This design comes from an exercise in tuning for small area, a short achievable clock period and few clock cycles per item on the open sky130 flow, not from production work.
Function was checked by simulation only, so behaviour that the tests miss may differ from the original.

===== design/flow/config.mk =====
export PLATFORM = sky130hd
export DESIGN_NAME = integer_dct_8x8_2d
export DESIGN_NICKNAME = integer_dct_8x8_2d
export VERILOG_FILES = /design/flow/design.v
export SDC_FILE = /design/flow/constraint.sdc
export NUM_CORES = 4
export LEC_CHECK = 0
export ABC_AREA = 1
export CAP_MARGIN = 20
export CORE_MARGIN = 2
export CORE_UTILIZATION = 60
export CTS_CLUSTER_DIAMETER = 60
export CTS_CLUSTER_SIZE = 25
export SETUP_SLACK_MARGIN = 3.5
export SLEW_MARGIN = 20

===== design/flow/constraint.sdc =====
create_clock -name core_clock -period 7.5 [get_ports {clk}]
set_input_delay 1.5000 -clock core_clock [delete_from_list [all_inputs] [get_ports {clk}]]
set_output_delay 1.5000 -clock core_clock [all_outputs]
set_load 0.01 [all_outputs]

===== design/flow/design.v =====
`default_nettype none
package dct2d_pkg;
  localparam int LANES    = 8;
  localparam int SAMPLE_W = 8;
  localparam int COEF_W   = 16;
endpackage
`default_nettype wire
`default_nettype none
module dct2d_front (
  input  logic        clk,
  input  logic        step,      
  input  logic        norm,      
  input  logic [2:0]  k,         
  input  logic [2:0]  ph,
  input  logic [63:0] in_row,    
  output logic [63:0] col        
);
  logic [7:1] mv;
  for (genvar i = 1; i < 8; i++) begin : g_mv
    assign mv[i] = step & (norm | (3'(i) > k));
  end
  logic [63:0] sko;               
  assign sko[7:0] = in_row[7:0];
  for (genvar c = 1; c < 8; c++) begin : g_skew
    logic [8*c-1:0] q;
    always_ff @(posedge clk) begin
      for (int i = 1; i <= c; i++) begin
        if (mv[i]) begin
          if (i == 1) q[7:0] <= in_row[8*c +: 8];
          else        q[8*(i-1) +: 8] <= q[8*(i-2) +: 8];
        end
      end
    end
    assign sko[8*c +: 8] = q[8*(c-1) +: 8];
  end
  logic [63:0] r0, r1, r2, rot;
  for (genvar r = 0; r < 8; r++) begin : g_rot
    assign r0[8*r +: 8]  = sko[8*((8 - r) % 8) +: 8];
    assign r1[8*r +: 8]  = ph[0] ? r0[8*((r + 7) % 8) +: 8] : r0[8*r +: 8];
    assign r2[8*r +: 8]  = ph[1] ? r1[8*((r + 6) % 8) +: 8] : r1[8*r +: 8];
    assign rot[8*r +: 8] = ph[2] ? r2[8*((r + 4) % 8) +: 8] : r2[8*r +: 8];
  end
  for (genvar r = 0; r < 7; r++) begin : g_deskew
    localparam int N = 7 - r;
    logic [8*N-1:0] q;
    always_ff @(posedge clk) begin
      for (int j = 1; j <= N; j++) begin
        if (mv[j + r]) begin
          if (j == 1) q[7:0] <= rot[8*r +: 8];
          else        q[8*(j-1) +: 8] <= q[8*(j-2) +: 8];
        end
      end
    end
    assign col[8*r +: 8] = q[8*(N-1) +: 8];
  end
  assign col[63:56] = rot[63:56];
endmodule
`default_nettype wire
`default_nettype none
module dct2d_queue (
  input  logic        clk,
  input  logic        adv,
  input  logic [2:0]  ph,
  input  logic [71:0] cr,      
  output logic [95:0] rin      
);
  logic signed [9:0]  s0, s1, s2, s3;
  logic signed [8:0]  d0, d1, d2, d3;
  logic signed [9:0]  e2, e3;
  logic signed [11:0] y0;
  logic signed [10:0] y2, y4, y6;
  logic signed [9:0]  p0, p1, p2, p3;
  assign s0 = $signed({1'b0, cr[0 +: 9]});
  assign s1 = $signed({1'b0, cr[9 +: 9]});
  assign s2 = $signed({1'b0, cr[18 +: 9]});
  assign s3 = $signed({1'b0, cr[27 +: 9]});
  assign d0 = cr[36 +: 9];
  assign d1 = cr[45 +: 9];
  assign d2 = cr[54 +: 9];
  assign d3 = cr[63 +: 9];
  assign e2 = s0 - s3;
  assign e3 = s1 - s2;
  assign y0 = s0 + s1 + s2 + s3;
  assign y4 = s0 + s3 - s1 - s2;
  assign p0 = ((d3 >>> 2) + d0) + ((d0 >>> 2) - (d0 >>> 4));
  assign p3 = ((d0 >>> 2) - d3) + ((d3 >>> 4) - (d3 >>> 2));
  assign p1 = (d1 + d2) - ((d2 >>> 2) + (d2 >>> 4));
  assign p2 = (d2 - d1) + ((d1 >>> 2) + (d1 >>> 4));
  logic [10:0]        l0;            
  logic [54:0]        l4;            
  logic [19:0]        er;            
  logic [39:0]        pr;            
  always_ff @(posedge clk) begin
    if (adv) begin
      l0 <= y0[10:0];
      l4 <= {l4[43:0], y4};
      er <= {e3, e2};
      pr <= {p3, p2, p1, p0};
    end
  end
  logic signed [9:0]  f2, f3;
  logic signed [9:0]  q0, q1, q2, q3;
  logic signed [10:0] y1, y7, k1, k3;
  assign f2 = er[0 +: 10];
  assign f3 = er[10 +: 10];
  assign y2 = f2 + (f2 >>> 2) + (f3 >>> 1);
  assign y6 = (f2 >>> 1) - f3 - (f3 >>> 2);
  assign q0 = pr[0 +: 10];
  assign q1 = pr[10 +: 10];
  assign q2 = pr[20 +: 10];
  assign q3 = pr[30 +: 10];
  assign y1 = q0 + q1;
  assign k1 = q0 - q1;
  assign y7 = q2 + q3;
  assign k3 = q2 - q3;
  logic [10:0] l1;                   
  logic [21:0] l2;                   
  logic [65:0] l6;                   
  logic [76:0] l7;                   
  logic [21:0] kr;
  always_ff @(posedge clk) begin
    if (adv) begin
      l1 <= y1;
      l2 <= {l2[10:0], y2};
      l6 <= {l6[54:0], y6};
      l7 <= {l7[65:0], y7};
      kr <= {k3, k1};
    end
  end
  logic signed [10:0] kk1, kk3;
  logic signed [11:0] y3, y5;
  assign kk1 = kr[0 +: 11];
  assign kk3 = kr[11 +: 11];
  assign y3  = kk1 - kk3;
  assign y5  = kk1 + kk3;
  logic [23:0] l3;                   
  logic [47:0] l5;                   
  always_ff @(posedge clk) begin
    if (adv) begin
      l3 <= {l3[11:0], y3};
      l5 <= {l5[35:0], y5};
    end
  end
  logic [95:0] skq;
  assign skq[0 +: 12]  = {1'b0, l0};
  assign skq[12 +: 12] = {l1[10], l1};
  assign skq[24 +: 12] = {l2[21], l2[11 +: 11]};
  assign skq[36 +: 12] = l3[12 +: 12];
  assign skq[48 +: 12] = {l4[54], l4[44 +: 11]};
  assign skq[60 +: 12] = l5[36 +: 12];
  assign skq[72 +: 12] = {l6[65], l6[55 +: 11]};
  assign skq[84 +: 12] = {l7[76], l7[66 +: 11]};
  logic [2:0]  rs;
  logic [95:0] r0, r1, r2;
  assign rs = ph - 3'd1;
  for (genvar c = 0; c < 8; c++) begin : g_rot
    assign r0[12*c +: 12]  = skq[12*(7 - c) +: 12];
    assign r1[12*c +: 12]  = rs[0] ? r0[12*((c + 7) % 8) +: 12] : r0[12*c +: 12];
    assign r2[12*c +: 12]  = rs[1] ? r1[12*((c + 6) % 8) +: 12] : r1[12*c +: 12];
    assign rin[12*c +: 12] = rs[2] ? r2[12*((c + 4) % 8) +: 12] : r2[12*c +: 12];
  end
endmodule
`default_nettype wire
`default_nettype none
module dct2d_back (
  input  logic         clk,
  input  logic         adv,
  input  logic [95:0]  rin,     
  output logic [127:0] y        
);
  typedef logic signed [12:0] w13_t;
  typedef logic signed [13:0] w14_t;
  typedef logic signed [14:0] w15_t;
  logic [83:0] dl0;
  logic [59:0] dl1;
  logic [35:0] dl2;
  logic [11:0] dl3;
  always_ff @(posedge clk) begin
    if (adv) begin
      dl0 <= {dl0[71:0], rin[0 +: 12]};
      dl1 <= {dl1[47:0], rin[12 +: 12]};
      dl2 <= {dl2[23:0], rin[24 +: 12]};
      dl3 <= rin[36 +: 12];
    end
  end
  logic signed [11:0] x0, x1, x2, x3, x4, x5, x6, x7;
  assign x0 = dl0[72 +: 12];
  assign x1 = dl1[48 +: 12];
  assign x2 = dl2[24 +: 12];
  assign x3 = dl3;
  assign x4 = rin[48 +: 12];
  assign x5 = rin[60 +: 12];
  assign x6 = rin[72 +: 12];
  assign x7 = rin[84 +: 12];
  w13_t s3n, d3n, s2n, d2n, s1n, d1n;
  assign s3n = x3 + x4;
  assign d3n = x3 - x4;
  assign s2n = x2 + x5;
  assign d2n = x2 - x5;
  assign s1n = x1 + x6;
  assign d1n = x1 - x6;
  logic [25:0] sd3a, sd3b, sd3c, sd3d, sd2a, sd2b, sd1;
  always_ff @(posedge clk) begin
    if (adv) begin
      sd3a <= {d3n, s3n};
      sd3b <= sd3a;
      sd3c <= sd3b;
      sd3d <= sd3c;
      sd2a <= {d2n, s2n};
      sd2b <= sd2a;
      sd1  <= {d1n, s1n};
    end
  end
  w13_t s1, d1, s2, d2, s0n, d0n;
  assign s1  = sd1[0 +: 13];
  assign d1  = sd1[13 +: 13];
  assign s2  = sd2b[0 +: 13];
  assign d2  = sd2b[13 +: 13];
  assign s0n = x0 + x7;
  assign d0n = x0 - x7;
  w14_t e1n, e3n, p1n, p2n;
  assign e1n = s1 + s2;
  assign e3n = s1 - s2;
  assign p1n = (d1 + d2) - ((d2 >>> 2) + (d2 >>> 4));
  assign p2n = (d2 - d1) + ((d1 >>> 2) + (d1 >>> 4));
  logic [25:0] sd0;
  logic [55:0] ep1;
  always_ff @(posedge clk) begin
    if (adv) begin
      sd0 <= {d0n, s0n};
      ep1 <= {p2n, p1n, e3n, e1n};
    end
  end
  w13_t s0, d0, s3, d3;
  assign s0 = sd0[0 +: 13];
  assign d0 = sd0[13 +: 13];
  assign s3 = sd3d[0 +: 13];
  assign d3 = sd3d[13 +: 13];
  w14_t e0n, e2n, p0n, p3n;
  assign e0n = s0 + s3;
  assign e2n = s0 - s3;
  assign p0n = ((d3 >>> 2) + d0) + ((d0 >>> 2) - (d0 >>> 4));
  assign p3n = ((d0 >>> 2) - d3) + ((d3 >>> 4) - (d3 >>> 2));
  logic [55:0] ep0;
  logic [55:0] ep1b;
  always_ff @(posedge clk) begin
    if (adv) begin
      ep0  <= {p3n, p0n, e2n, e0n};
      ep1b <= ep1;
    end
  end
  w14_t e0, e1, e2, e3, p0, p1, p2, p3;
  assign e0 = ep0[0 +: 14];
  assign e2 = ep0[14 +: 14];
  assign p0 = ep0[28 +: 14];
  assign p3 = ep0[42 +: 14];
  assign e1 = ep1b[0 +: 14];
  assign e3 = ep1b[14 +: 14];
  assign p1 = ep1b[28 +: 14];
  assign p2 = ep1b[42 +: 14];
  w15_t o0, o1, o2, o3, o4, o5, o6, o7;
  assign o0 = e0 + e1;
  assign o4 = e0 - e1;
  assign o2 = e2 + (e2 >>> 2) + (e3 >>> 1);
  assign o6 = (e2 >>> 1) - e3 - (e3 >>> 2);
  assign o1 = p0 + p1;
  assign o7 = p2 + p3;
  assign o3 = p0 + p3 - p1 - p2;
  assign o5 = p0 + p2 - p1 - p3;
  assign y = {o7[14], o7, o6[14], o6, o5[14], o5, o4[14], o4,
              o3[14], o3, o2[14], o2, o1[14], o1, o0[14], o0};
endmodule
`default_nettype wire
`default_nettype none
module integer_dct_8x8_2d (
  input  logic                                clk,
  input  logic                                rst_n,
  input  logic                                in_valid,
  output logic                                in_stall,
  input  logic [dct2d_pkg::SAMPLE_W-1:0]      in_sample_0,
  input  logic [dct2d_pkg::SAMPLE_W-1:0]      in_sample_1,
  input  logic [dct2d_pkg::SAMPLE_W-1:0]      in_sample_2,
  input  logic [dct2d_pkg::SAMPLE_W-1:0]      in_sample_3,
  input  logic [dct2d_pkg::SAMPLE_W-1:0]      in_sample_4,
  input  logic [dct2d_pkg::SAMPLE_W-1:0]      in_sample_5,
  input  logic [dct2d_pkg::SAMPLE_W-1:0]      in_sample_6,
  input  logic [dct2d_pkg::SAMPLE_W-1:0]      in_sample_7,
  output logic                                out_valid,
  input  logic                                out_stall,
  output logic signed [dct2d_pkg::COEF_W-1:0] out_coef_0,
  output logic signed [dct2d_pkg::COEF_W-1:0] out_coef_1,
  output logic signed [dct2d_pkg::COEF_W-1:0] out_coef_2,
  output logic signed [dct2d_pkg::COEF_W-1:0] out_coef_3,
  output logic signed [dct2d_pkg::COEF_W-1:0] out_coef_4,
  output logic signed [dct2d_pkg::COEF_W-1:0] out_coef_5,
  output logic signed [dct2d_pkg::COEF_W-1:0] out_coef_6,
  output logic signed [dct2d_pkg::COEF_W-1:0] out_coef_7,
  output logic                                out_last_row
);
  logic [2:0]  ph;        
  logic [2:0]  wr;        
  logic        in_v;      
  logic [63:0] in_row_r;
  logic        bub_on;    
  logic [2:0]  bub_cnt;   
  logic        col_on;    
  logic [2:0]  col_cnt;
  logic        s_v;       
  logic        adv;
  logic        pending;
  logic        bub;
  logic        step;
  logic        nstep;
  logic        cv;
  logic [10:0] vl;        
  logic        in_v_n, bub_on_n, col_on_n, s_v_n, pending_n;
  logic [2:0]  bub_cnt_n, col_cnt_n;
  logic [10:0] vl_n;
  logic        in_take;   
  logic        fire;      
  assign adv     = ~s_v;
  assign pending = col_on | (|vl);
  assign bub     = bub_on | (~in_v & pending);
  assign step    = adv & (in_v | bub);
  assign nstep   = step & in_v;
  assign cv      = (nstep & (wr == 3'd7)) | (step & col_on);
  assign in_take = ~bub & ~(in_v & ~adv);
  assign fire    = out_valid & ~out_stall;
  always_comb begin
    in_v_n    = (in_valid & in_take) | (in_v & ~nstep);
    bub_on_n  = bub_on;
    bub_cnt_n = bub_cnt;
    if (step && bub) begin
      bub_cnt_n = bub_cnt + 3'd1;
      bub_on_n  = (bub_cnt != 3'd7);
    end
    col_on_n  = col_on;
    col_cnt_n = col_cnt;
    if (nstep && wr == 3'd7) begin
      col_on_n  = 1'b1;
      col_cnt_n = 3'd1;
    end else if (step && col_on) begin
      col_cnt_n = col_cnt + 3'd1;
      col_on_n  = (col_cnt != 3'd7);
    end
    vl_n = step ? {vl[9:0], cv} : vl;
    pending_n = col_on_n | (|vl_n);
    if (s_v) begin
      s_v_n = ~(~out_valid | fire);
    end else begin
      s_v_n = rv & out_valid & ~fire;
    end
  end
  always_ff @(posedge clk) begin
    if (!rst_n) begin
      ph       <= '0;
      wr       <= '0;
      in_v     <= 1'b0;
      bub_on   <= 1'b0;
      bub_cnt  <= '0;
      col_on   <= 1'b0;
      col_cnt  <= '0;
      vl       <= '0;
      in_stall <= 1'b0;
    end else begin
      in_v    <= in_v_n;
      bub_on  <= bub_on_n;
      bub_cnt <= bub_cnt_n;
      col_on  <= col_on_n;
      col_cnt <= col_cnt_n;
      vl      <= vl_n;
      in_stall <= bub_on_n | (~in_v_n & pending_n) | (in_v_n & s_v_n);
      if (step) begin
        ph <= ph + 3'd1;
      end
      if (nstep) begin
        wr <= wr + 3'd1;
      end
    end
  end
  always_ff @(posedge clk) begin
    if (in_take) begin
      in_row_r <= {in_sample_7, in_sample_6, in_sample_5, in_sample_4,
                   in_sample_3, in_sample_2, in_sample_1, in_sample_0};
    end
  end
  logic [63:0] col;
  dct2d_front u_front (
    .clk    (clk),
    .step   (step),
    .norm   (in_v),
    .k      (wr),
    .ph     (ph),
    .in_row (in_row_r),
    .col    (col)
  );
  logic [71:0] crn;
  logic [71:0] cr;
  for (genvar i = 0; i < 4; i++) begin : g_sd
    assign crn[9*i +: 9]      = {1'b0, col[8*i +: 8]} + {1'b0, col[8*(7-i) +: 8]};
    assign crn[36 + 9*i +: 9] = {1'b0, col[8*i +: 8]} - {1'b0, col[8*(7-i) +: 8]};
  end
  always_ff @(posedge clk) begin
    if (step) begin
      cr <= crn;
    end
  end
  logic [95:0] rin;
  dct2d_queue u_cq (
    .clk (clk),
    .adv (step),
    .ph  (ph + 3'd1),
    .cr  (cr),
    .rin (rin)
  );
  logic [127:0] ycoef;
  dct2d_back u_rp (
    .clk (clk),
    .adv (step),
    .rin (rin),
    .y   (ycoef)
  );
  logic         rv;        
  logic         rlast;
  logic [120:0] rrow;      
  logic [120:0] skid;
  logic [120:0] oreg;
  logic         take;      
  assign rv    = step & vl[10];
  assign rlast = (ph == 3'd1);
  assign take  = (~out_valid | fire) & (s_v | rv);
  for (genvar j = 0; j < 8; j++) begin : g_orow
    assign rrow[15*j +: 15] = ycoef[16*j +: 15];
  end
  assign rrow[120] = rlast;
  always_ff @(posedge clk) begin
    if (!rst_n) begin
      out_valid <= 1'b0;
      s_v       <= 1'b0;
    end else begin
      if (~out_valid | fire) begin
        out_valid <= s_v | rv;
      end
      s_v <= s_v_n;
    end
  end
  always_ff @(posedge clk) begin
    if (take) begin
      oreg <= s_v ? skid : rrow;
    end
    if (!s_v) begin
      skid <= rrow;
    end
  end
  assign out_coef_0   = {oreg[14],  oreg[0 +: 15]};
  assign out_coef_1   = {oreg[29],  oreg[15 +: 15]};
  assign out_coef_2   = {oreg[44],  oreg[30 +: 15]};
  assign out_coef_3   = {oreg[59],  oreg[45 +: 15]};
  assign out_coef_4   = {oreg[74],  oreg[60 +: 15]};
  assign out_coef_5   = {oreg[89],  oreg[75 +: 15]};
  assign out_coef_6   = {oreg[104], oreg[90 +: 15]};
  assign out_coef_7   = {oreg[119], oreg[105 +: 15]};
  assign out_last_row = oreg[120];
endmodule
`default_nettype wire

===== design/flow/run.sh =====
#!/bin/bash
# synth_recipe.tcl (not shown) runs the flow's synth.tcl, then flattens the netlist and writes it again
# the make line also repeats each setting of config.mk as NAME=value (left out here)
make -C /OpenROAD-flow-scripts/flow DESIGN_CONFIG=/design/flow/config.mk WORK_HOME=/design/flow/orfs CLKGATE_MAP_FILE= SYNTH_SCRIPT=/design/flow/synth_recipe.tcl finish

==> results.cfg, run 1 <==
[outcome]
status = finished clean

[routing]
route.detailed.drc = 0
wirelength_um = 192000
drt_iter0_drc = 3763
viasPerCell = 5.38
wl_per_cell_um = 19.1
first_pass_iters = 6
ant_nets = 0
vias = 54100

[synth]
async_flop_share_pct = 0
synth_compound_area_share_pct = 8.47
synth.avg_cell_area_um2 = 11.7
synthMuxAreaShare_pct = 0.0334
synth_xor_area_share_pct = 4.21
synth_edf_count = 1650
ys_seq_elements = 1800
yosys.area_share.simple_pct = 8.86
synth_top_area_share_pct = 55.1
syn_area_um2 = 90000
synth-main-ff-cell = edfxtp_1
yosys.area.top_type = edfxtp_1
synth_area_leaders = edfxtp_1, ha_1, nand2_1
synth_fp_nets = 8686
synth_top_family_by_area = adder cells
yosysWarnings = 4
synth_cell_types = 59
ys_seq_area_share_pct = 58.4
synthAdderAreaFrac_pct = 14.5
synthCells = 7721

[finish]
drive_above_1_share_pct = 6.27
n_fill_cell = 11200
area.growth.synth_to_final_pct = 10.3
stdcell_count = 10100
final_common_cell = edfxtp_1
layout.nets = 8895
layout_common_cells = edfxtp_1, nand2_1, inv_1, ha_1, a21oi_1

[grt]
grt_pass1_wl_um = 294000
grt.overflow.total = 0
track_usage_pct = 25.2
grt_pass1_vias = 52400
grt_max_degree = 215
antenna_found_initial = 3

[critical_path]
crit_fanout = 39
path_buf_inv = 4
cp.arrival_ps = 4400
path_depth = 15
cpLargestDelayFamily = adder cells
rr_worst_depth = 15
critPathCaptureType = flip-flop
required_ps = 8030
cp_common_cell = ha_1
crit_slowest_cell = o21ai_0
max_stage_delay_ps = 580
worstSetupPathType = reg -> reg
crit_chain = ha_1 > inv_2 > nand2_1 > nand2_4 > inv_6 > buf_12 > nand3_1 > o21ai_1 > o21ai_0 > ha_1 > inv_1 > fa_1 > a31o_2 > a31oi_1 > xor2_1
setup.worst_path.start_class = flip-flop

[timing]
drv_slew = 0
setup_viol = 0
rsz0062_at_grt = yes
fin_crit_ps = 3870
slew_headroom_pct = 33.7
finalSetupTns_ps = 0
fmax_mhz = 258
fin_crit_sh_pct = 51.6
hold_violations = 0
worst_clock_skew_ps = 41.3
worst_slew_pin_slew_ps = 995

[clock_network]
htreeDepth = 4
clockBufferDepth = 3
clk_latency_ps = 820
cts_num_sinks = 1800
tritoncts = done
clock_tree.root_cell = clkbuf_16
ctsHoldBuffers = 0
numCtsBuffers = 133
path_clk_slew_ps = 90

[placed_design]
dp_hpwl_um = 146000
port_buffers = 198
gp_congestion = 0.948
dp_cells = 9784

[floorplanning]
die-area_um2 = 153000
dieWidth_um = 391
start_util_pct = 60.2
io_pins = 199
rows = 142
die_h_um = 391
core_um2 = 149000

[worst_hold_path]
whs_path_depth = 0
min_path_type = reg -> reg

[job]
cap_violations = 0
## worst paths after layout
| kind | startpoint | endpoint | slack (ps) |
|---|---|---|---|
| worst max register to register | ph[0] | u_rp.sd0[21] | 3630 |
| worst max-delay path | ph[0] | u_rp.sd0[21] | 3630 |
| worst min register to register | u_cq.l5[7] | u_cq.l5[19] | 400 |
| worst min-delay path | u_cq.l5[7] | u_cq.l5[19] | 400 |
## cells in the mapped netlist (29+ instances only)
cell / number
xor2_1: 337
inv_1: 1001
buf_2: 78
ha_1: 648
nand3_1: 224
edfxtp_1: 1650
a21o_1: 29
fa_1: 249
nand4_1: 34
clkbuf_1: 54
nor2_1: 257
a31oi_1: 31
inv_2: 71
xnor2_1: 96
nor3_1: 34
nand2_1: 1358
a21oi_1: 489
o21ai_1: 230
dfxtp_1: 150
o21ai_0: 374
o21bai_1: 62
## per-layer routing
layer  up-vias  track usage [%]  wire (um)
met2      1166             44.6      98600
li1      26700                -          -
met1     26000             32.0      79600
met3       309             2.98       7080
met4         2             8.96       6970
met5         -                0         11
## logic make-up (layout without fill, tap and decap cells)
kind of cell,count (synthesis),in the layout
muxes,3,3
buffers and inverters,1259,1573
adders and majority gates,897,897
other,0,1
xor gates and xnor gates,433,433
DFF,1800,1800
AOI/OAI and AO/OA,1361,1361
and+or+nand+nor,1968,1968
## registers in the layout, summed over array words and instances (netlist names), 36 cells and up
register and flops:
u_cq.l6 66, cr 68, oreg 121, skid 121
u_rp.dl1 60, u_rp.ep1 55, u_rp.dl2 36, u_front.g_deskew.q 224
u_cq.l5 46, u_rp.dl0 84, in_row_r 64, u_rp.ep1b 55
u_rp.ep0 55, u_cq.l4 55, u_cq.pr 40, u_cq.l7 77
u_front.g_skew.q 224
## metrics by stage
step                setup WS, ps  instance area [um2]  hold slack, ps  utilization (%)
floorplan                  -9180                90000             400                -
global placement            2570                94000             400             62.9
finish                      3630                99300             404             66.4
detailed placement          2520                94000             405             62.9
CTS                         3500                98800             409             66.2
global route                3360                99300             406             66.4
## layout make-up
| cell class | count | area (um2) | share of cell area, % |
|---|---|---|---|
| timing repair buffer | 258 | 2620 | 2.64 |
| tap | 2016 | 2520 | 2.54 |
| sequential | 1800 | 52600 | 52.9 |
| clock inverter | 95 | 1290 | 1.30 |
| clock buffer | 145 | 3420 | 3.44 |
| antenna | 1 | 2.50 | 0.00252 |
| inverter | 1075 | 4060 | 4.08 |
| multi-input combinational | 4662 | 32800 | 33.0 |
## timing repair
action | 4_1_cts | 5_1_grt
pin swaps | 0 | 8
gates resized for setup | 15 | 62
cloned | 0 | 2
endpoints found under the setup margin | 103 | 371
setup buffers | 7 | 17
Testbench counts, summed over its fixed seeds: cycles 2,208, blocks 256.
==> inputs of run 2 (changes only) <==
--- a/design/flow/config.mk
+++ b/design/flow/config.mk
@@ -5,10 +5,9 @@
 export SDC_FILE = /design/flow/constraint.sdc
 export NUM_CORES = 4
 export LEC_CHECK = 0
-export ABC_AREA = 1
 export CAP_MARGIN = 20
 export CORE_MARGIN = 2
-export CORE_UTILIZATION = 60
+export CORE_UTILIZATION = 70
 export CTS_CLUSTER_DIAMETER = 60
 export CTS_CLUSTER_SIZE = 25
 export SETUP_SLACK_MARGIN = 3.5
==> run 2 against run 1 <==
Still clean on timing, DRC and antenna. Register-to-register slack worse by 320 ps. Maximum frequency down 7.5%. First-iteration DRC count up 16%. Worst hold slack got worse by 9.5 ps. Worst setup slack worse by 320 ps. Cell count decreased by 15%.
==> results.cfg, run 2 <==
[placed_design]
gp_congestion = 0.921
place_area_um2 = 93700
pre_cts_slack_ps = 2110
dp_hpwl_um = 138000
port_buffers = 198

[critical_path]
worstSetupPathType = reg -> reg
crit_fanout = 4
r2r_end = u_rp.ep1[54]
critPathCaptureType = flip-flop
required_ps = 8090
r2r-start = u_rp.sd1[17]
setup.worst_path.start_class = flip-flop
cp.arrival_ps = 4770
reg2reg_slack_ps = 3310
rr_worst_depth = 15

[timing]
finalSetupTns_ps = 0
drv_slew = 0
slew_headroom_pct = 30.4
fin_crit_sh_pct = 55.8
fmax_mhz = 239
fin_crit_ps = 4190
hold_violations = 0
worst_slew_pin_slew_ps = 1040
rsz0062_at_grt = yes
timing.final.ws_setup_ps = 3310
setup_viol = 0
worst_clock_skew_ps = 48.2

[synth]
synth_common_cells = edfxtp_1, inv_1, ha_1
synth_edf_count = 1650
synth.avg_cell_area_um2 = 13.9
async_flop_share_pct = 0
synthCells = 6466
synth_most_common_cell = edfxtp_1
synth-main-ff-cell = edfxtp_1
ys_seq_elements = 1800
yosysWarnings = 4
synth_top_area_share_pct = 55.1
synth_cell_types = 81
syn_area_um2 = 89800
yosys.area.top_type = edfxtp_1
synth_area_leaders = edfxtp_1, ha_1, fa_1
ys_seq_area_share_pct = 58.5
synth_fp_nets = 7431

[worst_hold_path]
hold_path_end = u_cq.l6[37]
hp-start = u_cq.l6[26]
whs_path_depth = 0
min_path_type = reg -> reg

[grt]
grt_max_degree = 177
antenna_found_initial = 5
grt.overflow.total = 0
grt_pass1_vias = 50800
grt_pass1_wl_um = 289000
track_usage_pct = 29.0

[clock_network]
path_clk_slew_ps = 90
tritoncts = done
cts_num_sinks = 1800
htreeDepth = 3
clock_tree.root_cell = clkbuf_16
numCtsBuffers = 116
ctsHoldBuffers = 0
clk_latency_ps = 770
clockBufferDepth = 3

[routing]
first_pass_iters = 6
drt_iter0_drc = 4366
vias = 51200
wirelength_um = 190000
route.detailed.drc = 0
ant_nets = 0
wl_per_cell_um = 22.3
viasPerCell = 6.01

[finish]
final_area_um2 = 99800
final_common_cell = edfxtp_1
drive_above_1_share_pct = 11.9
layout_common_cells = edfxtp_1, inv_1, ha_1, nor2_1, a21oi_1
reg.largest.list = u_front.g_deskew.q: 224 flops, u_front.g_skew.q: 224 flops
area.growth.synth_to_final_pct = 11.1
layout.nets = 7721

[floorplanning]
rows = 131
die-area_um2 = 131000
dieWidth_um = 362
start_util_pct = 70.5
io_pins = 199
core_um2 = 128000
die_h_um = 362

[job]
cap_violations = 0

[outcome]
status = finished clean
[run 2: cell types whose count changed after synthesis, moves of 122 or more]
| cell | previous run | this run |
|---|---|---|
| mux2_2 | 0 | 165 |
| mux4_2 | 0 | 122 |
| nand3_1 | 224 | 31 |
| inv_1 | 1001 | 688 |
| a21oi_1 | 489 | 321 |
| xor2_1 | 337 | 184 |
| xnor2_1 | 96 | 286 |
| nand2_1 | 1358 | 263 |
| o21ai_1 | 230 | 1 |
[run 2: cells by family (layout without fill, tap and decap cells)]
kind of cell	Yosys count	in the layout	share of synthesized area, %
AO/OA/AOI/OAI	1103	1103	7.78
other	0	1	0
AND/OR/NAND/NOR	1021	1021	5.33
flip-flops	1800	1800	58.5
multiplexers	336	336	5.67
buffers and inverters	839	1226	3.58
XOR/XNOR	470	470	4.58
adder cells (fa/ha/maj)	897	897	14.6
[run 2: timing repair]
| item | CTS | global route |
|---|---|---|
| buffers inserted | 63 | 25 |
| setup endpoints to repair | 355 | 50 |
| cloned | 2 | 0 |
| gates resized for setup | 105 | 104 |
| pin swaps | 60 | 79 |
[run 2: worst max path at each step]
stage,to,depth (start not counted),slack [ps],startpoint
floorplan,u_front.g_deskew[0].q[0],7,2600,vl[3]
global placement,u_rp.sd1[25],10,2210,ph[1]
detailed placement,u_rp.sd0[10],13,2110,ph[1]
CTS,u_rp.ep1[54],16,3370,u_rp.sd1[16]
global route,u_rp.ep1[54],16,3210,u_rp.sd1[17]
finish,u_rp.ep1[54],15,3310,u_rp.sd1[17]
[run 2: layout make-up]
type | instances | area [um2]
fillers | 7354 | 27700
inverters | 691 | 2620
flip-flops and latches | 1800 | 52600
repair inverters | 1 | 16.3
diodes | 1 | 2.50
well taps | 1662 | 2080
clock buffers | 130 | 3000
clock inverters | 85 | 1290
multi-input cells | 3827 | 35200
repair buffers | 319 | 3090
[run 2: per-layer routing]
layer	track usage, %	up-vias	wire length [um]
met5	0	-	43
met3	3.12	344	9290
met4	11.8	6	8500
met1	37.2	25400	75000
met2	50.8	1574	97500
li1	-	23900	-
[run 2: worst max-delay path, cell delays in order, from the launching register on]
cell and delay, ps:
edfxtp_1 420, buf_4 170, ha_1 400, a21oi_4 240, o21ai_2 100, or4_4 420
a31o_2 280, a21oi_2 150, xnor2_1 160, fa_1 480, ha_2 230, nor3_1 240
nor2_2 70, o41ai_4 60, or4b_1 470, o211ai_1 110
[run 2: metrics by stage]
step | utilization [%] | hold WS, ps | instances
floorplan | - | 400 | 6466
global placement | 73.5 | 400 | 8210
detailed placement | 73.5 | 405 | 8210
CTS | 77.8 | 381 | 8490
global route | 78.3 | 403 | 8515
finish | 78.3 | 395 | 8516
==> inputs of run 3 (changes only) <==
==> design/flow/config.mk (replaced) <==
export PLATFORM = sky130hd
export DESIGN_NAME = integer_dct_8x8_2d
export DESIGN_NICKNAME = integer_dct_8x8_2d
export VERILOG_FILES = /design/flow/design.v
export SDC_FILE = /design/flow/constraint.sdc
export NUM_CORES = 4
export LEC_CHECK = 0
export ABC_AREA = 1
export CAP_MARGIN = 20
export CORE_MARGIN = 2
export CORE_UTILIZATION = 65
export SETUP_SLACK_MARGIN = 3.5
export SLEW_MARGIN = 20
==> run 3 against run 2 <==
Still clean. Global-route usage shrank 0.50 points. Worst hold slack lost 14 ps. Register-to-register slack gained 290 ps. Non-clock buffer count shrank 51. Die area grew 7.8%. Largest cell class unchanged. Highest routed layer unchanged.
==> results.cfg, run 3 <==
[critical_path]
crit_fanout = 5
worstSetupPathType = reg -> reg
setup.worst_path.start_class = flip-flop
critPathCaptureType = flip-flop
cp.arrival_ps = 4410
required_ps = 8020

[placed_design]
gp_congestion = 0.915
dp_hpwl_um = 148000
port_buffers = 198
place_area_um2 = 93700

[synth]
yosys.area.top_type = edfxtp_1
synth_area_leaders = edfxtp_1, ha_1, nand2_1
synth_top_family_by_area = adder cells
syn_area_um2 = 90000
synth_top_area_share_pct = 55.1
synth_common_cells = edfxtp_1, nand2_1, inv_1
async_flop_share_pct = 0
synth_fp_nets = 8686
yosys.area_share.simple_pct = 8.86
synthMuxAreaShare_pct = 0.0334
yosysWarnings = 4
synth_xor_area_share_pct = 4.21
synthCells = 7721
synth_cell_types = 59
synthAdderAreaFrac_pct = 14.5
synth_edf_count = 1650
synth_compound_area_share_pct = 8.47
synth_most_common_cell = edfxtp_1
ys_seq_area_share_pct = 58.4
ys_seq_elements = 1800
synth-main-ff-cell = edfxtp_1
synth.avg_cell_area_um2 = 11.7

[job]
cap_violations = 0

[timing]
fin_crit_sh_pct = 51.9
finalSetupTns_ps = 0
fin_crit_ps = 3890
worst_clock_skew_ps = 81.4
drv_slew = 0
rsz0062_at_grt = yes
slew_headroom_pct = 31.4
worst_slew_pin_slew_ps = 1030
hold_violations = 0
fmax_mhz = 257
setup_viol = 0

[grt]
grt.overflow.total = 0
track_usage_pct = 28.5
grt_pass1_vias = 54800
grt_pass1_wl_um = 307000
grt_max_degree = 211
antenna_found_initial = 2

[floorplanning]
die_h_um = 376
die-area_um2 = 141000
core_um2 = 137000
start_util_pct = 65.5
dieWidth_um = 376
rows = 136
io_pins = 199

[worst_hold_path]
min_path_type = reg -> reg

[clock_network]
htreeDepth = 4
path_clk_slew_ps = 60
clock_tree.root_cell = clkbuf_16
tritoncts = done
numCtsBuffers = 177
cts_num_sinks = 1800
clockBufferDepth = 3
clk_latency_ps = 850

[finish]
layout.nets = 8950
final_common_cell = edfxtp_1
area.growth.synth_to_final_pct = 11.6
reg.largest.list = u_front.g_deskew.q: 224 flops, u_front.g_skew.q: 224 flops
drive_above_1_share_pct = 6.91
diodes = 0
layout_common_cells = edfxtp_1, nand2_1, inv_1, ha_1, a21oi_1
final_area_um2 = 100000

[routing]
route.detailed.drc = 0
vias = 55800
wirelength_um = 202000
viasPerCell = 5.62
ant_nets = 0
first_pass_iters = 7
drt_iter0_drc = 4623
wl_per_cell_um = 20.3

[outcome]
status = finished clean
run 3: cell count changes in the layout (fill, tap and decap cells not counted), moves of 71 or more:
cell,before,now
nand2_1,260,1358
mux4_2,122,0
xnor2_1,283,96
nor3_1,105,34
mux2_2,165,0
o21ai_0,266,365
inv_1,673,992
nor2_1,329,251
xor2_1,182,337
nor2b_1,90,0
nand3_1,30,223
o21ai_1,8,228
a21oi_1,286,476
run 3: what timing repair did:
action                     in CTS  in global routing
hold buffers                    0                  0
setup endpoints to repair     971                626
gates resized for setup        16                 74
pin swaps                       0                  5
gates cloned                    0                  2
buffers inserted                2                 32
run 3: final cells by class:
class | count | area (um2)
multi-input cells | 4662 | 32800
repair buffers | 268 | 2700
clock inverters | 100 | 1340
clock buffers | 230 | 4700
well taps | 1794 | 2240
fillers | 9134 | 37100
repair inverters | 1 | 5.00
flip-flops and latches | 1800 | 52600
inverters | 1075 | 4070
run 3: path summary, 6_finish.rpt:
check	end	startpoint	slack, ps	depth (start not counted)
worst max-delay path	u_cq.l4[9]	cr[1]	3610	14
worst min-delay path	u_cq.l4[21]	u_cq.l4[10]	380	0
worst max register to register	u_cq.l4[9]	cr[1]	3610	14
worst min register to register	u_cq.l4[21]	u_cq.l4[10]	380	0
run 3: critical path, cell delays in order (launching register included):
cell	delay [ps]
edfxtp_1	500
inv_1	150
fa_1	480
o21ai_1	220
a21oi_1	100
o21ai_1	230
xor2_1	220
fa_1	450
ha_1	350
nand2_1	70
o21ai_0	360
a21oi_1	140
nor2_1	110
nor2_1	60
xnor2_1	130
run 3: stage by stage:
| step | hold slack [ps] | utilization, % | setup WS (ps) | cells |
|---|---|---|---|---|
| 2_1_floorplan | 400 | - | -9180 | 7721 |
| 3_3_place_gp | 400 | 68.2 | 2920 | 9564 |
| 3_5_place_dp | 405 | 68.2 | 2830 | 9564 |
| 4_1_cts | 392 | 72.6 | 3500 | 9896 |
| 5_1_grt | 400 | 73.0 | 3380 | 9930 |
| 6_report | 381 | 73.0 | 3610 | 9930 |
run 3: kinds of logic (layout without fill, tap and decap cells):
kind of cell    after synthesis  in the layout
simple gates               1968           1968
mux                           3              3
fa+ha+maj                   897            897
buf+inv                    1259           1674
flops                      1800           1800
compound gates             1361           1361
xor+xnor                    433            433
run 3: per-layer routing:
layer  global-route usage [%]  vias to the layer above  wire length [um]
met5                        0                        -                25
met4                     10.4                        4              7480
met3                     3.88                      419             10300
met2                     50.8                     1823            104000
met1                     35.4                    26800             79600
li1                         -                    26800                 -
==> inputs of run 4 (changes only) <==
--- a/design/flow/config.mk
+++ b/design/flow/config.mk
@@ -8,6 +8,8 @@
 export ABC_AREA = 1
 export CAP_MARGIN = 20
 export CORE_MARGIN = 2
-export CORE_UTILIZATION = 65
-export SETUP_SLACK_MARGIN = 3.5
+export CORE_UTILIZATION = 60
+export CTS_CLUSTER_DIAMETER = 60
+export CTS_CLUSTER_SIZE = 25
+export SETUP_SLACK_MARGIN = 4.3
 export SLEW_MARGIN = 20
==> run 4 against run 3 <==
Die area grew 8.2%. First-iteration DRC count shrank 2.7%. Worst hold slack gained 24 ps. Sequential share of layout area shrank 4.4 points. Cell count grew 6.2%. Critical endpoint is now u_rp.ep1[54]. Highest routed layer unchanged. Clock-buffer cell count shrank 85. Register-to-register slack gained 96 ps.
==> results.cfg, run 4 <==
[synth]
synth.avg_cell_area_um2 = 11.7
synth-main-ff-cell = edfxtp_1
ys_seq_elements = 1800
synth_fp_nets = 8686
synth_most_common_cell = edfxtp_1
yosys.area.top_type = edfxtp_1
synth_top_family_by_area = adder cells
async_flop_share_pct = 0
synth_xor_area_share_pct = 4.21
synthAdderAreaFrac_pct = 14.5
synthMuxAreaShare_pct = 0.0334
yosysWarnings = 4
synth_cell_types = 59
synth_edf_count = 1650
syn_area_um2 = 90000
synth_compound_area_share_pct = 8.47
synthCells = 7721
ys_seq_area_share_pct = 58.4
yosys.area_share.simple_pct = 8.86
synth_common_cells = edfxtp_1, nand2_1, inv_1
synth_area_leaders = edfxtp_1, ha_1, nand2_1
synth_top_area_share_pct = 55.1

[job]
cap_violations = 0

[floorplanning]
start_util_pct = 60.2
die-area_um2 = 153000
io_pins = 199
rows = 142
die_h_um = 391
dieWidth_um = 391
core_um2 = 149000

[critical_path]
cpLargestDelayFamily = adder cells
path_depth = 16
rr_worst_depth = 16
crit_chain = buf_6 > ha_4 > a21oi_1 > nand2_1 > nand2_1 > o211ai_1 > a21o_1 > a21oi_2 > xor2_1 > fa_1 > ha_4 > nand2_1 > nor2_2 > nand4_1 > o2111ai_2 > xor2_1
path_buf_inv = 1
cp.arrival_ps = 4320
worstSetupPathType = reg -> reg
cp_common_cell = nand2_1
r2r-start = u_rp.sd1[17]
crit_slowest_cell = edfxtp_1
setup.worst_path.start_class = flip-flop
r2r_end = u_rp.ep1[54]
max_stage_delay_ps = 530
reg2reg_slack_ps = 3700
critPathCaptureType = flip-flop
required_ps = 8030
crit_fanout = 4

[worst_hold_path]
min_path_type = reg -> reg
hp-start = u_cq.l5[7]
whs_path_depth = 0
hold_path_end = u_cq.l5[19]

[grt]
track_usage_pct = 27.0
grt_max_degree = 215
grt_pass1_wl_um = 314000
grt_pass1_vias = 55500
grt.overflow.total = 0
antenna_found_initial = 3

[clock_network]
clockBufferDepth = 3
ctsHoldBuffers = 0
clock_tree.root_cell = clkbuf_16
numCtsBuffers = 133
htreeDepth = 4
tritoncts = done
clk_latency_ps = 820
cts_num_sinks = 1800
path_clk_slew_ps = 90

[finish]
layout.nets = 9392
final_common_cell = edfxtp_1
multi_input_area_um2 = 38400
layout_common_cells = edfxtp_1, nand2_1, inv_1, ha_1, buf_4
ff_latch_area_um2 = 52600
drive_above_1_share_pct = 22.2
reg.largest.list = u_front.g_deskew.q: 224 flops, u_front.g_skew.q: 224 flops
n_fill_cell = 9837
diodes = 0
area.growth.synth_to_final_pct = 21.9
stdcell_count = 10500

[routing]
route.detailed.drc = 0
drt_iter0_drc = 4500
viasPerCell = 5.48
ant_nets = 0
wl_per_cell_um = 20.7
vias = 57900
wirelength_um = 218000
first_pass_iters = 8

[placed_design]
dp_hpwl_um = 146000
dp_cells = 9784
pre_cts_slack_ps = 2520
port_buffers = 198
gp_congestion = 0.948

[timing]
rsz0062_at_grt = yes
fmax_mhz = 263
worst_clock_skew_ps = 40.7
hold_violations = 0
worst_slew_pin_slew_ps = 1080
drv_slew = 0
timing.final.ws_setup_ps = 3700
setup_viol = 0
fin_crit_ps = 3800
slew_headroom_pct = 27.3
fin_crit_sh_pct = 50.6

[outcome]
status = finished clean
==> run 4: routing by layer <==
metal	GRT usage (%)	up-vias	wire length [um]
met5	0	-	11
met1	33.6	28000	86200
met4	11.6	2	10800
li1	-	27700	-
met3	3.36	510	9910
met2	47.6	1628	111000
==> run 4: logic make-up after synthesis <==
family                     Yosys count
and+or+nand+nor                   1968
AOI/OAI and AO/OA                 1361
DFF                               1800
buffers and inverters             1259
adders and majority gates          897
muxes                                3
xor gates and xnor gates           433
==> run 4: metrics by stage <==
step	utilization [%]	hold WS (ps)	TNS, ps	instance area [um2]
final	73.4	405	0	110000
after global routing	73.4	406	0	110000
after CTS	70.2	409	0	105000
after detailed placement	62.9	405	0	94000
after global placement	62.9	400	0	94000
after floorplan	-	400	-9346250	90000
==> run 4: area by class of cell <==
type	instances	share of cell area (%)
well taps	2016	2.30
repair inverters	6	0.0559
clock buffers	145	3.11
flip-flops and latches	1800	47.9
clock inverters	95	1.17
multi-input cells	4662	35.0
inverters	1075	3.79
repair buffers	749	6.66
==> run 4: timing repair <==
| action | in CTS | in global routing |
|---|---|---|
| gates cloned | 18 | 16 |
| resized for setup | 952 | 658 |
| pin swaps | 306 | 426 |
| setup buffers | 294 | 196 |
| hold endpoints to repair | 0 | 0 |
| setup endpoints to repair | 1132 | 652 |
==> run 4: how the worst max path moves through the flow <==
stage	from	to
2_1_floorplan	vl[6]	cr[10]
3_3_place_gp	ph[0]	u_rp.sd2a[10]
3_5_place_dp	ph[0]	u_rp.sd2a[10]
4_1_cts	u_rp.sd1[17]	u_rp.ep1[55]
5_1_grt	u_rp.sd1[17]	u_rp.ep1[53]
6_report	u_rp.sd1[17]	u_rp.ep1[54]
==> run 4: worst register-to-register path: cells and delay by family, from the launching register on <==
kind | cells | cell delay [ps]
AOI/OAI and AO/OA | 5 | 750
xor gates and xnor gates | 2 | 340
adders and majority gates | 3 | 1090
buffers and inverters | 1 | 200
DFF | 1 | 530
and+or+nand+nor | 5 | 620
==> inputs of run 5 (changes only) <==
--- a/design/flow/config.mk
+++ b/design/flow/config.mk
@@ -11,5 +11,5 @@
 export CORE_UTILIZATION = 60
 export CTS_CLUSTER_DIAMETER = 60
 export CTS_CLUSTER_SIZE = 25
-export SETUP_SLACK_MARGIN = 4.3
+export SETUP_SLACK_MARGIN = 3.9
 export SLEW_MARGIN = 20
==> run 5 against run 4 <==
Maximum frequency is 1.1% higher. Cell area fell by 6.8%. Worst hold slack worse by 3.6 ps. Wire length down 9.0%. First-iteration DRC count is 14% lower. Global-route usage shrank 1.4 points. Via count down 4.9%. Die area stayed put. Still clean. Worst setup slack gained 42 ps. Clock skew is 3.5 ps higher.
==> results.cfg, run 5 <==
[outcome]
status = finished clean

[finish]
drive_above_1_share_pct = 11.7
diodes = 0
layout.nets = 9048
reg.largest.list = u_front.g_deskew.q: 224 flops, u_front.g_skew.q: 224 flops
n_fill_cell = 10900
layout_common_cells = edfxtp_1, nand2_1, inv_1, ha_1, a21oi_1
final_area_um2 = 102000
final_common_cell = edfxtp_1
area.growth.synth_to_final_pct = 13.6
stdcell_count = 10200

[routing]
wirelength_um = 199000
route.detailed.drc = 0
viasPerCell = 5.39
drt_iter0_drc = 3860
wl_per_cell_um = 19.5
first_pass_iters = 6
vias = 55000
ant_nets = 0

[synth]
yosysWarnings = 4
yosys.area_share.simple_pct = 8.86
synth_fp_nets = 8686
synth_most_common_cell = edfxtp_1
synth_area_leaders = edfxtp_1, ha_1, nand2_1
synth.avg_cell_area_um2 = 11.7
synth_common_cells = edfxtp_1, nand2_1, inv_1
async_flop_share_pct = 0
synthCells = 7721
synth_xor_area_share_pct = 4.21
ys_seq_elements = 1800
synthAdderAreaFrac_pct = 14.5
synth_compound_area_share_pct = 8.47
synth_edf_count = 1650
synth_top_family_by_area = adder cells
ys_seq_area_share_pct = 58.4
synth_cell_types = 59
synthMuxAreaShare_pct = 0.0334
syn_area_um2 = 90000
synth_top_area_share_pct = 55.1
yosys.area.top_type = edfxtp_1
synth-main-ff-cell = edfxtp_1

[critical_path]
worstSetupPathType = reg -> reg
cp.arrival_ps = 4300
critPathCaptureType = flip-flop
setup.worst_path.start_class = flip-flop
required_ps = 8050
crit_fanout = 4

[floorplanning]
die_h_um = 391
dieWidth_um = 391
rows = 142
start_util_pct = 60.2
die-area_um2 = 153000
io_pins = 199
core_um2 = 149000

[timing]
fin_crit_ps = 3750
setup_viol = 0
drv_slew = 0
rsz0062_at_grt = yes
worst_slew_pin_slew_ps = 977
worst_clock_skew_ps = 44.2
slew_headroom_pct = 34.9
hold_slack_ps = 402
fmax_mhz = 266
timing.final.ws_setup_ps = 3750
fin_crit_sh_pct = 50.0
hold_violations = 0

[placed_design]
place_area_um2 = 94000
dp_cells = 9784
dp_hpwl_um = 146000
pre_cts_slack_ps = 2520
gp_congestion = 0.948
port_buffers = 198

[clock_network]
path_clk_slew_ps = 90
numCtsBuffers = 133
clock_tree.root_cell = clkbuf_16
tritoncts = done
clk_latency_ps = 820
cts_num_sinks = 1800
ctsHoldBuffers = 0
clockBufferDepth = 3
htreeDepth = 4

[grt]
grt_max_degree = 215
grt_pass1_wl_um = 299000
track_usage_pct = 25.6
grt_pass1_vias = 53000
antenna_found_initial = 3
grt.overflow.total = 0

[job]
cap_violations = 0

[worst_hold_path]
min_path_type = reg -> reg
-- run 5: worst paths after layout --
check                             startpoint      endpoint  slack, ps  cells after the start
worst min register to register    u_cq.l5[7]   u_cq.l5[19]        400                      0
worst max register to register  u_rp.sd0[17]  u_rp.ep0[39]       3750                     20
worst min-delay path              u_cq.l5[7]   u_cq.l5[19]        400                      0
worst max-delay path            u_rp.sd0[17]  u_rp.ep0[39]       3750                     20
-- run 5: metal layers --
metal	part of all wire (%)	global-route usage, %
met2	51	45.5
met3	3.7	3.09
met4	4.0	9.27
met1	41	32.4
met5	0.014	0
-- run 5: cell type report --
class / instances / area, um2 / share of cell area, %
repair inverters: 3 / 22.5 / 0.0220
multi-input cells: 4662 / 34400 / 33.6
well taps: 2016 / 2520 / 2.47
clock buffers: 145 / 3420 / 3.34
inverters: 1075 / 4080 / 3.99
clock inverters: 95 / 1290 / 1.26
repair buffers: 408 / 4020 / 3.93
flip-flops and latches: 1800 / 52600 / 51.4
-- run 5: logic make-up (layout without fill, tap and decap cells) --
logic type / count (synthesis) / count (layout)
buf+inv: 1259 / 1726
simple gates: 1968 / 1968
fa+ha+maj: 897 / 897
mux: 3 / 3
xor+xnor: 433 / 433
compound gates: 1361 / 1361
flops: 1800 / 1800
-- run 5: timing repair --
action	CTS	global route
resized for setup	177	286
endpoints found under the setup margin	839	799
gates cloned	5	6
setup buffers	65	104
pin swaps	50	127
-- run 5: per-stage QoR --
stage | utilization [%] | TNS (ps)
floorplan | - | -9346250
global placement | 62.9 | 0
detailed placement | 62.9 | 0
CTS | 67.0 | 0
global route | 68.4 | 0
finish | 68.4 | 0
-- run 5: critical path, stage by stage, from the launching register on --
cell	delay, ps
edfxtp_1	580
ha_4	200
inv_2	50
fa_2	370
nand3_2	90
nand2_2	70
a21oi_2	150
o21bai_1	110
nand2_1	80
nand2_1	50
nand2_1	70
nand2_2	80
xnor2_2	140
fa_1	530
inv_2	50
ha_4	230
a21oi_2	150
o21ai_2	80
a31oi_2	200
o21ai_1	110
xor2_1	150
==> inputs of run 6 (changes only) <==
--- a/design/flow/design.v
+++ b/design/flow/design.v
@@ -300,34 +300,44 @@
   logic [2:0]  ph;        
   logic [2:0]  wr;        
   logic        in_v;      
+  logic        in_vb;     
   logic [63:0] in_row_r;
+  logic [63:0] in_row_b;
+  logic [63:0] in_row;
   logic        bub_on;    
   logic [2:0]  bub_cnt;   
   logic        col_on;    
   logic [2:0]  col_cnt;
-  logic        s_v;       
   logic        adv;
   logic        pending;
   logic        bub;
   logic        step;
   logic        nstep;
   logic        cv;
+  logic        accept;    
+  logic        load_r;    
   logic [10:0] vl;        
-  logic        in_v_n, bub_on_n, col_on_n, s_v_n, pending_n;
+  logic        in_v_n, in_vb_n, bub_on_n, col_on_n, pending_n;
   logic [2:0]  bub_cnt_n, col_cnt_n;
   logic [10:0] vl_n;
-  logic        in_take;   
-  logic        fire;      
-  assign adv     = ~s_v;
+  assign in_row  = {in_sample_7, in_sample_6, in_sample_5, in_sample_4,
+                    in_sample_3, in_sample_2, in_sample_1, in_sample_0};
+  assign adv     = ~out_valid | ~out_stall;
   assign pending = col_on | (|vl);
   assign bub     = bub_on | (~in_v & pending);
   assign step    = adv & (in_v | bub);
   assign nstep   = step & in_v;
   assign cv      = (nstep & (wr == 3'd7)) | (step & col_on);
-  assign in_take = ~bub & ~(in_v & ~adv);
-  assign fire    = out_valid & ~out_stall;
+  assign accept  = in_valid & ~in_stall;
+  assign load_r  = nstep | ~in_v;
   always_comb begin
-    in_v_n    = (in_valid & in_take) | (in_v & ~nstep);
+    if (load_r) begin
+      in_v_n  = in_vb | accept;
+      in_vb_n = 1'b0;
+    end else begin
+      in_v_n  = 1'b1;
+      in_vb_n = in_vb | accept;
+    end
     bub_on_n  = bub_on;
     bub_cnt_n = bub_cnt;
     if (step && bub) begin
@@ -345,17 +355,13 @@
     end
     vl_n = step ? {vl[9:0], cv} : vl;
     pending_n = col_on_n | (|vl_n);
-    if (s_v) begin
-      s_v_n = ~(~out_valid | fire);
-    end else begin
-      s_v_n = rv & out_valid & ~fire;
-    end
   end
   always_ff @(posedge clk) begin
     if (!rst_n) begin
       ph       <= '0;
       wr       <= '0;
       in_v     <= 1'b0;
+      in_vb    <= 1'b0;
       bub_on   <= 1'b0;
       bub_cnt  <= '0;
       col_on   <= 1'b0;
@@ -364,12 +370,13 @@
       in_stall <= 1'b0;
     end else begin
       in_v    <= in_v_n;
+      in_vb   <= in_vb_n;
       bub_on  <= bub_on_n;
       bub_cnt <= bub_cnt_n;
       col_on  <= col_on_n;
       col_cnt <= col_cnt_n;
       vl      <= vl_n;
-      in_stall <= bub_on_n | (~in_v_n & pending_n) | (in_v_n & s_v_n);
+      in_stall <= bub_on_n | (~in_v_n & pending_n) | in_vb_n;
       if (step) begin
         ph <= ph + 3'd1;
       end
@@ -379,9 +386,11 @@
     end
   end
   always_ff @(posedge clk) begin
-    if (in_take) begin
-      in_row_r <= {in_sample_7, in_sample_6, in_sample_5, in_sample_4,
-                   in_sample_3, in_sample_2, in_sample_1, in_sample_0};
+    if (load_r) begin
+      in_row_r <= in_vb ? in_row_b : in_row;
+    end
+    if (!load_r && !in_vb) begin
+      in_row_b <= in_row;
     end
   end
   logic [63:0] col;
@@ -423,12 +432,9 @@
   logic         rv;        
   logic         rlast;
   logic [120:0] rrow;      
-  logic [120:0] skid;
   logic [120:0] oreg;
-  logic         take;      
   assign rv    = step & vl[10];
   assign rlast = (ph == 3'd1);
-  assign take  = (~out_valid | fire) & (s_v | rv);
   for (genvar j = 0; j < 8; j++) begin : g_orow
     assign rrow[15*j +: 15] = ycoef[16*j +: 15];
   end
@@ -436,20 +442,13 @@
   always_ff @(posedge clk) begin
     if (!rst_n) begin
       out_valid <= 1'b0;
-      s_v       <= 1'b0;
-    end else begin
-      if (~out_valid | fire) begin
-        out_valid <= s_v | rv;
-      end
-      s_v <= s_v_n;
+    end else if (adv) begin
+      out_valid <= rv;
     end
   end
   always_ff @(posedge clk) begin
-    if (take) begin
-      oreg <= s_v ? skid : rrow;
-    end
-    if (!s_v) begin
-      skid <= rrow;
+    if (rv) begin
+      oreg <= rrow;
     end
   end
   assign out_coef_0   = {oreg[14],  oreg[0 +: 15]};
==> run 6 against run 5 <==
First-iteration DRC count shrank 18%. Core utilization hardly changed. Critical endpoint is now u_rp.ep0[41].
==> results.cfg, run 6 <==
[routing]
wirelength_um = 203000
vias = 53200
drt_iter0_drc = 3179
viasPerCell = 5.44
drt-met1-wl_um = 76100
dr.max_layer_used = met5
route.met2.wl_um = 107000
first_pass_iters = 9
route.detailed.drc = 0
wl_per_cell_um = 20.8
met3_length_um = 6380
ant_nets = 0

[grt]
grt_pass1_vias = 52000
antenna_found_initial = 3
grt.overflow.total = 0
grt_max_degree = 200
grt_pass1_wl_um = 301000
track_usage_pct = 26.5

[job]
cap_violations = 0

[timing]
hold_slack_ps = 385
fmax_mhz = 264
worst_clock_skew_ps = 55.1
worst_slew_pin_slew_ps = 930
fin_crit_ps = 3790
fin_crit_sh_pct = 50.6
rsz0062_at_grt = yes
slew_headroom_pct = 38.0
hold_violations = 0
setup_viol = 0
drv_slew = 0
finalSetupTns_ps = 0

[worst_hold_path]
min_path_type = reg -> reg
whs_path_depth = 0

[placed_design]
gp_congestion = 0.958
port_buffers = 198
dp_hpwl_um = 152000

[synth]
syn_area_um2 = 88600
yosysWarnings = 4
yosys.area.top_type = edfxtp_1
synth-main-ff-cell = edfxtp_1
synth.avg_cell_area_um2 = 12.0
ys_seq_elements = 1742
synth_common_cells = edfxtp_1, nand2_1, inv_1
synth_cell_types = 51
ys_seq_area_share_pct = 58.7
synth_area_leaders = edfxtp_1, ha_1, fa_1
synthCells = 7386
synth_most_common_cell = edfxtp_1
async_flop_share_pct = 0
synth_edf_count = 1713
synth_fp_nets = 8350
synth_top_area_share_pct = 58.0

[clock_network]
cts_num_sinks = 1742
numCtsBuffers = 133
clk_latency_ps = 800
path_clk_slew_ps = 90
clock_tree.root_cell = clkbuf_16
htreeDepth = 4
clockBufferDepth = 3
tritoncts = done

[critical_path]
startpoint = u_rp.sd0[17]
setup.worst_path.start_class = flip-flop
reg2reg_slack_ps = 3710
required_ps = 8090
rr_worst_depth = 21
critPathCaptureType = flip-flop
cp.arrival_ps = 4390
crit_end = u_rp.ep0[41]
worstSetupPathType = reg -> reg
r2r-start = u_rp.sd0[17]
crit_fanout = 4
r2r_end = u_rp.ep0[41]

[floorplanning]
rows = 141
start_util_pct = 60.2
io_pins = 199
die-area_um2 = 151000
core_um2 = 147000
die_h_um = 388
dieWidth_um = 388

[outcome]
status = finished clean

[finish]
layout_common_cells = edfxtp_1, nand2_1, inv_1, ha_1, a21oi_1
layout.nets = 8693
drive_above_1_share_pct = 11.2
final_common_cell = edfxtp_1
area.growth.synth_to_final_pct = 13.6
reg.largest.list = u_front.g_deskew.q: 224 flops, u_front.g_skew.q: 224 flops, oreg: 120 flops
n_fill_cell = 10400
[run 6: cell types whose count changed after synthesis, moves of 15 or more]
cell and delta:
dfxtp_1 -121, xnor2_1 +28, o21ai_1 -105, nand2_1 -93, edfxtp_1 +63, inv_1 +19
nand3_1 -79, xor2_1 +60, o21ai_0 +57, inv_2 -52, nor2_1 -47, or2_2 -24
buf_2 -15, o21ai_2 +18
[run 6: metrics by stage]
stage | setup slack (ps) | std cells | cell area [um2] | util, %
global route | 3520 | 9765 | 101000 | 68.4
CTS | 3770 | 9681 | 98700 | 67.1
global placement | 2580 | 9378 | 92700 | 63.0
finish | 3710 | 9766 | 101000 | 68.4
floorplan | 3030 | 7386 | 88700 | -
detailed placement | 2510 | 9378 | 92700 | 63.0
[run 6: kinds of logic after synthesis]
kind of cell               Yosys count  share of synthesized area, %
AOI/OAI and AO/OA                 1300                          8.26
muxes                                6                        0.0678
and+or+nand+nor                   1708                          7.66
xor gates and xnor gates           521                          5.15
buffers and inverters             1213                          5.41
DFF                               1742                          58.7
adders and majority gates          896                          14.8
[run 6: how the worst min path moves through the flow]
stage | to | slack [ps] | from
after floorplan | u_cq.l2[11] | 400 | u_cq.l2[0]
after global placement | u_front.g_skew[3].q[2] | 400 | in_row_r[26]
after detailed placement | u_cq.l2[16] | 400 | u_cq.l2[5]
after CTS | u_rp.sd3d[8] | 390 | u_rp.sd3c[8]
after global routing | u_rp.ep1b[50] | 400 | u_rp.ep1[50]
final | u_rp.sd3b[4] | 380 | u_rp.sd3a[4]
[run 6: critical path, stage by stage, from the launching register on]
cell	delay, ps
edfxtp_1	440
ha_2	220
inv_2	50
fa_2	360
nand3_2	80
nand2_2	60
a21oi_2	120
o21bai_1	90
nand2_1	70
nand2_1	40
nand2_1	70
nand2_2	80
nand2_1	70
nand2_1	70
a21oi_2	170
fa_1	470
ha_4	330
nand2_4	70
nor2_4	120
nand4_1	180
o2111ai_4	150
xor2_2	270
[run 6: cell type report]
class,instances,area (um2),area share (%)
sequential,1742,52000,51.7
multi-input combinational,4433,33800,33.6
inverter,1040,3970,3.94
timing repair buffer,378,3660,3.63
clock buffer,141,3370,3.35
tap,1930,2410,2.40
clock inverter,100,1410,1.40
timing repair inverter,1,11.3,0.0112
antenna,1,2.50,0.00249
[run 6: timing repair]
item | CTS | global route
setup buffers | 59 | 82
gates resized for setup | 170 | 329
setup endpoints to repair | 180 | 141
gates cloned | 3 | 2
hold buffers | 0 | 0
pin swaps | 48 | 157
[run 6: routing by layer]
| metal | up-vias | track usage, % |
|---|---|---|
| li1 | 25800 | - |
| met3 | 405 | 2.83 |
| met4 | 2 | 14.6 |
| met5 | - | 0 |
| met2 | 1230 | 48.8 |
| met1 | 25700 | 30.1 |
Testbench counts of run 6, summed over its fixed seeds: cycles 2,208, blocks 256.

[separate check: timing with driven ports]
The results above use ideal ports. As a check the final layouts listed here were re-extracted and re-timed, cells and wires unchanged.
Step 1 assumes that a clkbuf_16 drives the clock port and a buf_2 every other input.
Step 2, shift: input delay + t, output delay - t, t = (earliest + latest rising clock arrival at the registers) / 2. This alone moves slack from input paths to output paths.
a / b / c = no drivers / after step 1 / after step 2; a / b = the first two.
run | t (ns) | slack for setup (ns) | clock arrival spread, ns | worst data-port slew with drivers (ns)
run 1 | 0.873 | 3.630 / 3.630 / 3.630 | 0.047 / 0.047 | 0.09
run 2 | 0.827 | 3.315 / 3.315 / 3.315 | 0.050 / 0.049 | 0.05
run 3 | 0.893 | 3.609 / 3.609 / 3.609 | 0.083 / 0.083 | 0.09
run 4 | 0.881 | 3.705 / 3.705 / 3.705 | 0.045 / 0.045 | 0.09
run 5 | 0.878 | 3.747 / 3.747 / 3.747 | 0.046 / 0.046 | 0.09
run 6 | 0.857 | 3.706 / 3.706 / 3.274 | 0.060 / 0.060 | 0.06
After both steps every run listed still meets setup and hold. The setup slack of run 6, which loses most, moves by 0.000 ns with the drivers and by -0.432 ns with both steps.
